What follows belongs to an exercise in optimizing a design on an open flow for small area; a production flow would make more cautious choices.
The RTL was checked by simulation tests, not by an equivalence proof against the original design.
Power figures rest on the tool's default switching activity, not on a simulated workload.

==> flow/design.v <==
module bp_oai22 (
  input  logic a1, a2, b1, b2,
  output logic y
);
  assign y = ~((a1 | a2) & (b1 | b2));
endmodule
module bp_aoi222 (
  input  logic a1, a2, b1, b2, c1, c2,
  output logic y
);
  assign y = ~((a1 & a2) | (b1 & b2) | (c1 & c2));
endmodule
module bp_rd16 (
  input  logic [15:0] sel,
  input  logic [15:0] d,
  output logic        y
);
  logic [5:0] t;
  for (genvar g = 0; g < 5; g++) begin : g_aoi
    bp_aoi222 u_aoi (
      .a1(sel[3*g]),   .a2(d[3*g]),
      .b1(sel[3*g+1]), .b2(d[3*g+1]),
      .c1(sel[3*g+2]), .c2(d[3*g+2]),
      .y(t[g])
    );
  end
  assign t[5] = ~(sel[15] & d[15]);
  assign y = ~&t;
endmodule
module bp_dec16 (
  input  logic [3:0]  a,
  output logic [15:0] y
);
  for (genvar i = 0; i < 16; i++) begin : g_y
    assign y[i] = (a == 4'(i));
  end
endmodule
module bp_eq26 (
  input  logic [25:0] a,
  input  logic [25:0] b,
  output logic        eq
);
  assign eq = ~|(a ^ b);
endmodule
module branch_predictor (
  input  logic        clk,
  input  logic        reset,
  input  logic [31:0] pc,
  output logic        pred_taken,
  output logic [31:0] pred_pc,
  input  logic        upd_en,
  input  logic [31:0] upd_pc,
  input  logic        upd_taken,
  input  logic [31:0] upd_target,
  input  logic        upd_mispredict,
  output logic [31:0] hit_cnt,
  output logic [31:0] mispred_cnt
);
  localparam int DEPTH = 16;
  localparam int EW = 59;
  logic [DEPTH-1:0] r_valid;
  logic [DEPTH-1:0] r_tk;       
  logic [EW-1:0]    r_ent   [DEPTH];
  logic [EW-1:0]    w_ent_d [DEPTH];
  logic             r_ph;
  logic [31:0] r_hit_cnt;
  logic [31:0] r_mispred_cnt;
  logic [DEPTH-1:0] w_rsel, w_usel;
  logic             w_rtk, w_uvalid, w_utk;
  logic [EW-1:0]    w_rent, w_uent;
  logic             w_req, w_ueq, w_uhit;
  logic [1:0]       w_ucnt, w_ucnt_next;
  logic [EW-1:0]    w_wdata;
  logic [25:0]      w_rtag_x;
  assign hit_cnt     = r_hit_cnt;
  assign mispred_cnt = r_mispred_cnt;
  bp_dec16 u_rdec (.a(pc[5:2]),     .y(w_rsel));
  bp_dec16 u_udec (.a(upd_pc[5:2]), .y(w_usel));
  logic [DEPTH-1:0] w_col [EW];
  for (genvar b = 0; b < EW; b++) begin : g_col
    for (genvar i = 0; i < DEPTH; i++) begin : g_row
      assign w_col[b][i] = r_ent[i][b];
    end
    if (b < 58) begin : g_rd
      bp_rd16 u_rd (.sel(w_rsel), .d(w_col[b]), .y(w_rent[b]));
    end else begin : g_nord
      assign w_rent[b] = 1'b0;
    end
    if (b < 26 || b == 58) begin : g_ud
      bp_rd16 u_ud (.sel(w_usel), .d(w_col[b]), .y(w_uent[b]));
    end else begin : g_noud
      assign w_uent[b] = 1'b0;
    end
  end
  bp_rd16 u_rd_tk (.sel(w_rsel), .d(r_tk),    .y(w_rtk));
  bp_rd16 u_ud_tk (.sel(w_usel), .d(r_tk),    .y(w_utk));
  bp_rd16 u_ud_v  (.sel(w_usel), .d(r_valid), .y(w_uvalid));
  assign w_wdata = {w_ucnt_next[0], upd_target, upd_pc[31:6]} ^ {EW{r_ph}};
  assign w_rtag_x = pc[31:6] ^ {26{r_ph}};
  bp_eq26 u_req (.a(w_rent[25:0]), .b(w_rtag_x),     .eq(w_req));
  bp_eq26 u_ueq (.a(w_uent[25:0]), .b(w_wdata[25:0]), .eq(w_ueq));
  assign w_uhit     = w_uvalid & w_ueq;
  assign w_ucnt     = {w_utk, w_uent[58] ^ r_ph};
  assign pred_taken = w_rtk & w_req;
  assign pred_pc    = pred_taken ? w_rent[57:26] ^ {32{r_ph}}
                                 : {pc[31:2] + 30'd1, pc[1:0]};
  always_comb begin
    if (!w_uhit)        w_ucnt_next = 2'd2;
    else if (upd_taken) w_ucnt_next = (w_ucnt == 2'd3) ? 2'd3 : w_ucnt + 2'd1;
    else                w_ucnt_next = (w_ucnt == 2'd0) ? 2'd0 : w_ucnt - 2'd1;
  end
  wire w_upd   = upd_en & ~reset;
  wire w_alloc = w_upd & upd_taken;
  wire w_cwr   = w_upd & (upd_taken | w_uhit);
  for (genvar i = 0; i < DEPTH; i++) begin : g_wr
    wire we  = w_alloc & w_usel[i];
    wire cwe = w_cwr & w_usel[i];
    for (genvar b = 0; b < EW; b++) begin : g_bit
      if (b < 58) begin : g_tt
        bp_oai22 u_hold (.a1(~we), .a2(w_wdata[b]), .b1(we), .b2(r_ent[i][b]),
                         .y(w_ent_d[i][b]));
      end else begin : g_cn
        bp_oai22 u_hold (.a1(~cwe), .a2(w_wdata[b]), .b1(cwe), .b2(r_ent[i][b]),
                         .y(w_ent_d[i][b]));
      end
    end
  end
  always_ff @(posedge clk) begin
    r_ph <= ~r_ph & ~reset;
    for (int i = 0; i < DEPTH; i++) begin
      r_ent[i] <= w_ent_d[i];
      if (reset) begin
        r_valid[i] <= 1'b0;
        r_tk[i]    <= 1'b0;
      end else begin
        if (w_alloc & w_usel[i]) r_valid[i] <= 1'b1;
        if (w_cwr & w_usel[i])   r_tk[i]    <= w_ucnt_next[1];
      end
    end
  end
  always_ff @(posedge clk) begin
    if (reset) begin
      r_hit_cnt     <= '0;
      r_mispred_cnt <= '0;
    end else if (upd_en) begin
      if (w_uhit)         r_hit_cnt     <= r_hit_cnt + 32'd1;
      if (upd_mispredict) r_mispred_cnt <= r_mispred_cnt + 32'd1;
    end
  end
endmodule
clock: 7.0 ns
lec_check: 0
cap_margin: 20
core_margin: 2
core_utilization: 40
gpl_timing_driven: 0
setup_slack_margin: 0.2
slew_margin: 20
synth_hierarchical: 1
standard.sh (not shown) runs the stock make flow with config.mk's settings and CLKGATE_MAP_FILE= SYNTH_SCRIPT=/design/flow/synth_recipe.tcl, a recipe that flattens the netlist after the stock synthesis.
==> flow/flow/run.sh <==
#!/bin/bash
set -euo pipefail
cd "$(dirname "$0")/.."
export BUFFER_PORTS_ARGS="-buffer_cell sky130_fd_sc_hd__buf_1"
export CTS_ARGS="-sink_clustering_enable -repair_clock_nets -sink_clustering_size 26 -sink_clustering_max_diameter 70 -dont_use_dummy_load"
bash standard.sh > standard_flow.log 2>&1
Then changed:
==> flow/run.sh (new file) <==
#!/bin/bash
# synth_recipe.tcl (not shown) runs the flow's synth.tcl, then flattens the netlist and writes it again
# the make line also repeats each setting of config.mk as NAME=value (left out here)
make -C /OpenROAD-flow-scripts/flow DESIGN_CONFIG=/design/flow/config.mk WORK_HOME=/design/flow/orfs CLKGATE_MAP_FILE= SYNTH_SCRIPT=/design/flow/synth_recipe.tcl finish
- GPL_TIMING_DRIVEN: 0 -> not set
- SETUP_SLACK_MARGIN: 0.2 -> 0.3
removed: flow/flow/run.sh
removed: flow/standard.sh
Outcome: Clock skew came out lower by 0.073 ns. Area after synthesis does not change. Setup slack gains 0.14 ns. Design area grows by 6.4%. Utilization increases by 3.0 points. Register-to-register slack gains 1.3 ns.
Then changed:
==> flow/flow/run.sh (new file) <==
#!/bin/bash
set -euo pipefail
cd "$(dirname "$0")/.."
export BUFFER_PORTS_ARGS="-buffer_cell sky130_fd_sc_hd__buf_1"
export CTS_ARGS="-sink_clustering_enable -repair_clock_nets -sink_clustering_size 30 -sink_clustering_max_diameter 60 -dont_use_dummy_load"
bash standard.sh > standard_flow.log 2>&1
==> flow/standard.sh (new file) <==
#!/bin/bash
# synth_recipe.tcl (not shown) runs the flow's synth.tcl, then flattens the netlist and writes it again
# the make line also repeats each setting of config.mk as NAME=value (left out here)
make -C /OpenROAD-flow-scripts/flow DESIGN_CONFIG=/design/flow/config.mk WORK_HOME=/design/flow/orfs CLKGATE_MAP_FILE= SYNTH_SCRIPT=/design/flow/synth_recipe.tcl "${@:-finish}"
- SETUP_SLACK_MARGIN: 0.3 -> 0.2
removed: flow/run.sh
Utilization went down by 3.7 points.
Area after synthesis stays the same.
Setup slack degrades by 0.058 ns.
Global-route usage went down by 0.48 points.
Flip-flop and latch count does not change.
Cell count went down by 3.0%.
Worst hold slack stays flat.
Die area stays the same.
Then changed:
==> flow/run.sh (new file) <==
#!/bin/bash
# synth_recipe.tcl (not shown) runs the flow's synth.tcl, then flattens the netlist and writes it again
# the make line also repeats each setting of config.mk as NAME=value (left out here)
make -C /OpenROAD-flow-scripts/flow DESIGN_CONFIG=/design/flow/config.mk WORK_HOME=/design/flow/orfs CLKGATE_MAP_FILE= SYNTH_SCRIPT=/design/flow/synth_recipe.tcl finish
- CAP_MARGIN: 20 -> 5
- CTS_CLUSTER_DIAMETER: not set -> 80
- CTS_CLUSTER_SIZE: not set -> 30
- SLEW_MARGIN: 20 -> 5
removed: flow/flow/run.sh
removed: flow/standard.sh
Routed wire length rises by about 1.3%.
Clock skew falls by 0.019 ns.
Cell area rises by 3.5%.
Die area does not change.
Area after synthesis does not change.
Then changed:
==> flow/flow/run.sh (new file) <==
#!/bin/bash
set -euo pipefail
cd "$(dirname "$0")/.."
export BUFFER_PORTS_ARGS="-buffer_cell sky130_fd_sc_hd__buf_1"
export CTS_ARGS="-sink_clustering_enable -repair_clock_nets -sink_clustering_size 28 -sink_clustering_max_diameter 100 -dont_use_dummy_load"
bash standard.sh > standard_flow.log 2>&1
==> flow/standard.sh (new file) <==
#!/bin/bash
# synth_recipe.tcl (not shown) runs the flow's synth.tcl, then flattens the netlist and writes it again
# the make line also repeats each setting of config.mk as NAME=value (left out here)
make -C /OpenROAD-flow-scripts/flow DESIGN_CONFIG=/design/flow/config.mk WORK_HOME=/design/flow/orfs CLKGATE_MAP_FILE= SYNTH_SCRIPT=/design/flow/synth_recipe.tcl "${@:-finish}"
- CAP_MARGIN: 5 -> 20
- CTS_CLUSTER_DIAMETER: 80 -> not set
- CTS_CLUSTER_SIZE: 30 -> not set
- SLEW_MARGIN: 5 -> 20
removed: flow/run.sh
=>
- hold slack barely changes
- clock-buffer cell count falls by 8
- sequential power hardly moves
- total power falls by a few percent
- global-route usage falls by 0.30 points
- synthesized area is unchanged
- synthesized cell count is unchanged
- cell area falls by a few percent
- wire length falls slightly
Then changed:
- CORE_UTILIZATION: 40 -> 50
After rerunning: Worst hold slack stays flat; die area shrinks by 20%; global-route usage came out higher by 7.8 points; final cell count goes down by about 6%; power drops by about 0.35%; clock-buffer cell count falls by 1; via count went up by 2.5%; combinational power hardly moves; utilization rose by 11 points; flip-flop and latch count stays the same; setup slack loses 0.075 ns.

what the ideal ports hide:
How much do the figures lean on ideal ports? The routed layouts below were timed once more, with nothing changed but the port constraints.
Step 1 assumes that a clkbuf_16 drives the clock port and a buf_2 every other input.
Step 2 adds t to the input delays and takes it off the output delays; t is the mean of the earliest and latest rising clock arrival at the registers after step 1. Input paths then give back, and output paths get back, about the clock's delay inside the block.
Slacks: ideal ports / drivers / drivers and shift; pairs: ideal ports / drivers.
| run | t, ns | slack for setup (ns) | worst hold slack (ns) | worst data-port slew with drivers (ns) |
|---|---|---|---|---|
| the first run | 0.705 | 0.217 / 0.191 / -0.223 | 0.448 / 0.448 / 0.448 | 0.17 |
| the second run | 0.755 | 0.358 / 0.340 / 0.179 | 0.446 / 0.446 / 0.446 | 0.15 |
| the third run | 0.711 | 0.300 / 0.277 / 0.080 | 0.446 / 0.446 / 0.446 | 0.13 |
| the fourth run | 0.718 | 0.259 / 0.229 / 0.168 | 0.450 / 0.450 / 0.450 | 0.14 |
| the fifth run | 0.684 | 0.277 / 0.256 / 0.042 | 0.449 / 0.449 / 0.449 | 0.14 |
| the sixth run | 0.700 | 0.202 / 0.176 / 0.176 | 0.451 / 0.451 / 0.451 | 0.05 |
With both steps, setup timing fails in the first run, where it was met with ideal ports. For the first run, which loses most, drivers alone change the setup slack by -0.026 ns; drivers and shift together by -0.440 ns.
